From an optimization exercise on the open Yosys and OpenROAD flow, aimed at a short achievable clock period and few clock cycles; shortcuts taken in it are not production practice. Only simulation tests tie the RTL to the original design; equivalence was not proved. Power is estimated from default activity; no workload was simulated.

Design icache_top, start of the top module:
module icache_top (
  input  logic                      clk_i,
  input  logic                      rst_ni,
  input  logic                      flush_i,
  input  logic                      if_req_i,
  input  logic [32-1:0] if_addr_i,
  output logic                      if_ack_o,
  output logic [31:0]               if_data_o,
  output logic                      m_arvalid_o,
  output logic [32-1:0] m_araddr_o,
  input  logic                      m_arready_i,
  input  logic                      m_rvalid_i,
  input  logic [31:0]               m_rdata_i,
  output logic                      m_rready_o
);
  logic [29:0] addr;
  assign addr = if_addr_i[31:2];
  logic [31:0] mem_q [64];
  logic [23:0] tag_q [16];
  logic [15:0] lval_q;    
  logic [63:0] wval_q;    
  logic [29:0] p_q;       
  logic [29:0] n_q;       
  logic [31:0] d_q;       
  logic        ok_q;      
  logic        lok_q;     
  logic        need_q;    
  logic        byp_q;     
  logic [29:0] last_q;    
  logic [29:0] lb_q;      
  logic [29:0] le_q;      
  logic        lv_q;      
  logic [5:0]  fq_iw_q   [8];   
  logic [7:0]  fq_live_q;
  logic [3:0]  cnt_q;
  logic        rdy_q;          
  ...
For scale: ~7100 cells after synthesis, about 140 I/O pins, ~130000 um^2 of cells after synthesis.
Settings: LEC_CHECK=0, ABC_CLOCK_PERIOD_IN_PS=1500, CAP_MARGIN=20, CORE_MARGIN=2, CORE_UTILIZATION=45, PLACE_DENSITY=0.6, SETUP_SLACK_MARGIN=2.5, SLEW_MARGIN=20; clock period 6.0 ns.
standard.sh (not shown) runs the stock make flow with config.mk's settings and CLKGATE_MAP_FILE= SYNTH_SCRIPT=/design/flow/synth_recipe.tcl, a recipe that flattens the netlist after the stock synthesis.
==> flow/flow/run.sh <==
#!/bin/bash
# Standard ORFS layout, with the delay cells kept out of the port buffers and
# timing repair (plain buffers are faster for the I/O paths).
set -euo pipefail
export DONT_USE_CELLS="sky130_fd_sc_hd__clkdlybuf4s15_1 sky130_fd_sc_hd__clkdlybuf4s15_2 sky130_fd_sc_hd__clkdlybuf4s18_1 sky130_fd_sc_hd__clkdlybuf4s18_2 sky130_fd_sc_hd__clkdlybuf4s25_1 sky130_fd_sc_hd__clkdlybuf4s25_2 sky130_fd_sc_hd__clkdlybuf4s50_1 sky130_fd_sc_hd__clkdlybuf4s50_2 sky130_fd_sc_hd__dlygate4sd1_1 sky130_fd_sc_hd__dlygate4sd2_1 sky130_fd_sc_hd__dlygate4sd3_1 sky130_fd_sc_hd__dlymetal6s2s_1 sky130_fd_sc_hd__dlymetal6s4s_1 sky130_fd_sc_hd__dlymetal6s6s_1"
export BUFFER_PORTS_ARGS="-buffer_cell sky130_fd_sc_hd__buf_4"
bash standard.sh > standard.log 2>&1
The first run ran to the end with no violations.
Testbench counts at the start, summed over its fixed seeds: cycles 29,144.
==> next run, changes <==
--- a/flow/config.mk
+++ b/flow/config.mk
@@ -6,5 +6,5 @@
 export NUM_CORES = 4
 export LEC_CHECK = 0
-export ABC_CLOCK_PERIOD_IN_PS = 1500
+export ABC_CLOCK_PERIOD_IN_PS = 3500
 export CAP_MARGIN = 20
 export CORE_MARGIN = 2
=> The changed run went through all stages and came out clean; wire length does not change; cell area does not change; power does not change.

* * *

icache_top, a different RTL version from the one above (not shown whole).
Size in the first run: ~2900 flip-flops, roughly 140 I/O pins, about 120000 um^2 of cells after synthesis.
==> flow/config.mk <==
export PLATFORM = sky130hd
export DESIGN_NAME = icache_top
export DESIGN_NICKNAME = icache_top
export VERILOG_FILES = /design/flow/design.v
export SDC_FILE = /design/flow/constraint.sdc
export NUM_CORES = 4
export LEC_CHECK = 0
export ABC_CLOCK_PERIOD_IN_PS = 3500
export CAP_MARGIN = 20
export CORE_MARGIN = 2
export CORE_UTILIZATION = 45
export PLACE_DENSITY = 0.6
export SETUP_SLACK_MARGIN = 2.5
export SLEW_MARGIN = 20
==> flow/constraint.sdc <==
create_clock -name core_clock -period 6.0 [get_ports {clk_i}]
set_input_delay 1.2000 -clock core_clock [delete_from_list [all_inputs] [get_ports {clk_i}]]
set_output_delay 1.2000 -clock core_clock [all_outputs]
set_load 0.01 [all_outputs]
==> flow/flow/run.sh <==
#!/bin/bash
# Standard ORFS layout, with the delay cells kept out of the port buffers and
# timing repair (plain buffers are faster for the I/O paths), and without the
# slow 4-input NOR/OR cells.
set -euo pipefail
export DONT_USE_CELLS="sky130_fd_sc_hd__clkdlybuf4s15_1 sky130_fd_sc_hd__clkdlybuf4s15_2 sky130_fd_sc_hd__clkdlybuf4s18_1 sky130_fd_sc_hd__clkdlybuf4s18_2 sky130_fd_sc_hd__clkdlybuf4s25_1 sky130_fd_sc_hd__clkdlybuf4s25_2 sky130_fd_sc_hd__clkdlybuf4s50_1 sky130_fd_sc_hd__clkdlybuf4s50_2 sky130_fd_sc_hd__dlygate4sd1_1 sky130_fd_sc_hd__dlygate4sd2_1 sky130_fd_sc_hd__dlygate4sd3_1 sky130_fd_sc_hd__dlymetal6s2s_1 sky130_fd_sc_hd__dlymetal6s4s_1 sky130_fd_sc_hd__dlymetal6s6s_1 sky130_fd_sc_hd__nor4_1 sky130_fd_sc_hd__nor4_2 sky130_fd_sc_hd__nor4_4 sky130_fd_sc_hd__nor4b_1 sky130_fd_sc_hd__nor4b_2 sky130_fd_sc_hd__nor4b_4 sky130_fd_sc_hd__nor4bb_1 sky130_fd_sc_hd__nor4bb_2 sky130_fd_sc_hd__nor4bb_4 sky130_fd_sc_hd__or4_1 sky130_fd_sc_hd__or4_2 sky130_fd_sc_hd__or4_4 sky130_fd_sc_hd__or4b_1 sky130_fd_sc_hd__or4b_2 sky130_fd_sc_hd__or4b_4 sky130_fd_sc_hd__or4bb_1 sky130_fd_sc_hd__or4bb_2 sky130_fd_sc_hd__or4bb_4"
export BUFFER_PORTS_ARGS="-buffer_cell sky130_fd_sc_hd__buf_4"
bash standard.sh > standard.log 2>&1
Testbench counts at the start, summed over its fixed seeds: cycles 29,485.
Then changed:
==> flow/flow/run.sh (replaced) <==
#!/bin/bash
# Standard ORFS layout, with the delay cells kept out of the port buffers and
# timing repair (plain buffers are faster for the I/O paths).
set -euo pipefail
export DONT_USE_CELLS="sky130_fd_sc_hd__clkdlybuf4s15_1 sky130_fd_sc_hd__clkdlybuf4s15_2 sky130_fd_sc_hd__clkdlybuf4s18_1 sky130_fd_sc_hd__clkdlybuf4s18_2 sky130_fd_sc_hd__clkdlybuf4s25_1 sky130_fd_sc_hd__clkdlybuf4s25_2 sky130_fd_sc_hd__clkdlybuf4s50_1 sky130_fd_sc_hd__clkdlybuf4s50_2 sky130_fd_sc_hd__dlygate4sd1_1 sky130_fd_sc_hd__dlygate4sd2_1 sky130_fd_sc_hd__dlygate4sd3_1 sky130_fd_sc_hd__dlymetal6s2s_1 sky130_fd_sc_hd__dlymetal6s4s_1 sky130_fd_sc_hd__dlymetal6s6s_1"
export BUFFER_PORTS_ARGS="-buffer_cell sky130_fd_sc_hd__buf_4"
bash standard.sh > standard.log 2>&1
Outcome:
- The new run ran to the end with no violations
- design area stays the same
- via count stays the same
- die area is unchanged
- power does not change
- worst setup slack does not change
- non-clock buffer count does not change
- area after synthesis does not change

separate check: timing with driven ports:
In the flow no input, the clock included, has a driving cell. The finished layouts below were timed again as built, in two steps.
Step 1: set_driving_cell puts a clkbuf_16 on clk_i and a buf_2 on each other input, an assumption about the parent block.
Step 2 also shifts input and output timing later by t, the mid clock arrival at the registers, as if the neighbouring blocks saw the same clock.
Slacks: ideal ports / drivers / drivers and shift; pairs: ideal ports / drivers.
run | shift t [ns] | setup slack, ns | hold WS [ns]
the first run of note 1 | 1.013 | 1.892 / 1.696 / 1.288 | 0.246 / 0.192 / 0.463
the second run of note 1 | 1.013 | 1.892 / 1.696 / 1.288 | 0.246 / 0.192 / 0.463
the first run of note 2 | 1.008 | 2.252 / 2.216 / 1.486 | 0.324 / 0.274 / 0.476
the second run of note 2 | 1.008 | 2.252 / 2.216 / 1.486 | 0.324 / 0.274 / 0.476
After both steps setup and hold are still met in every run listed.
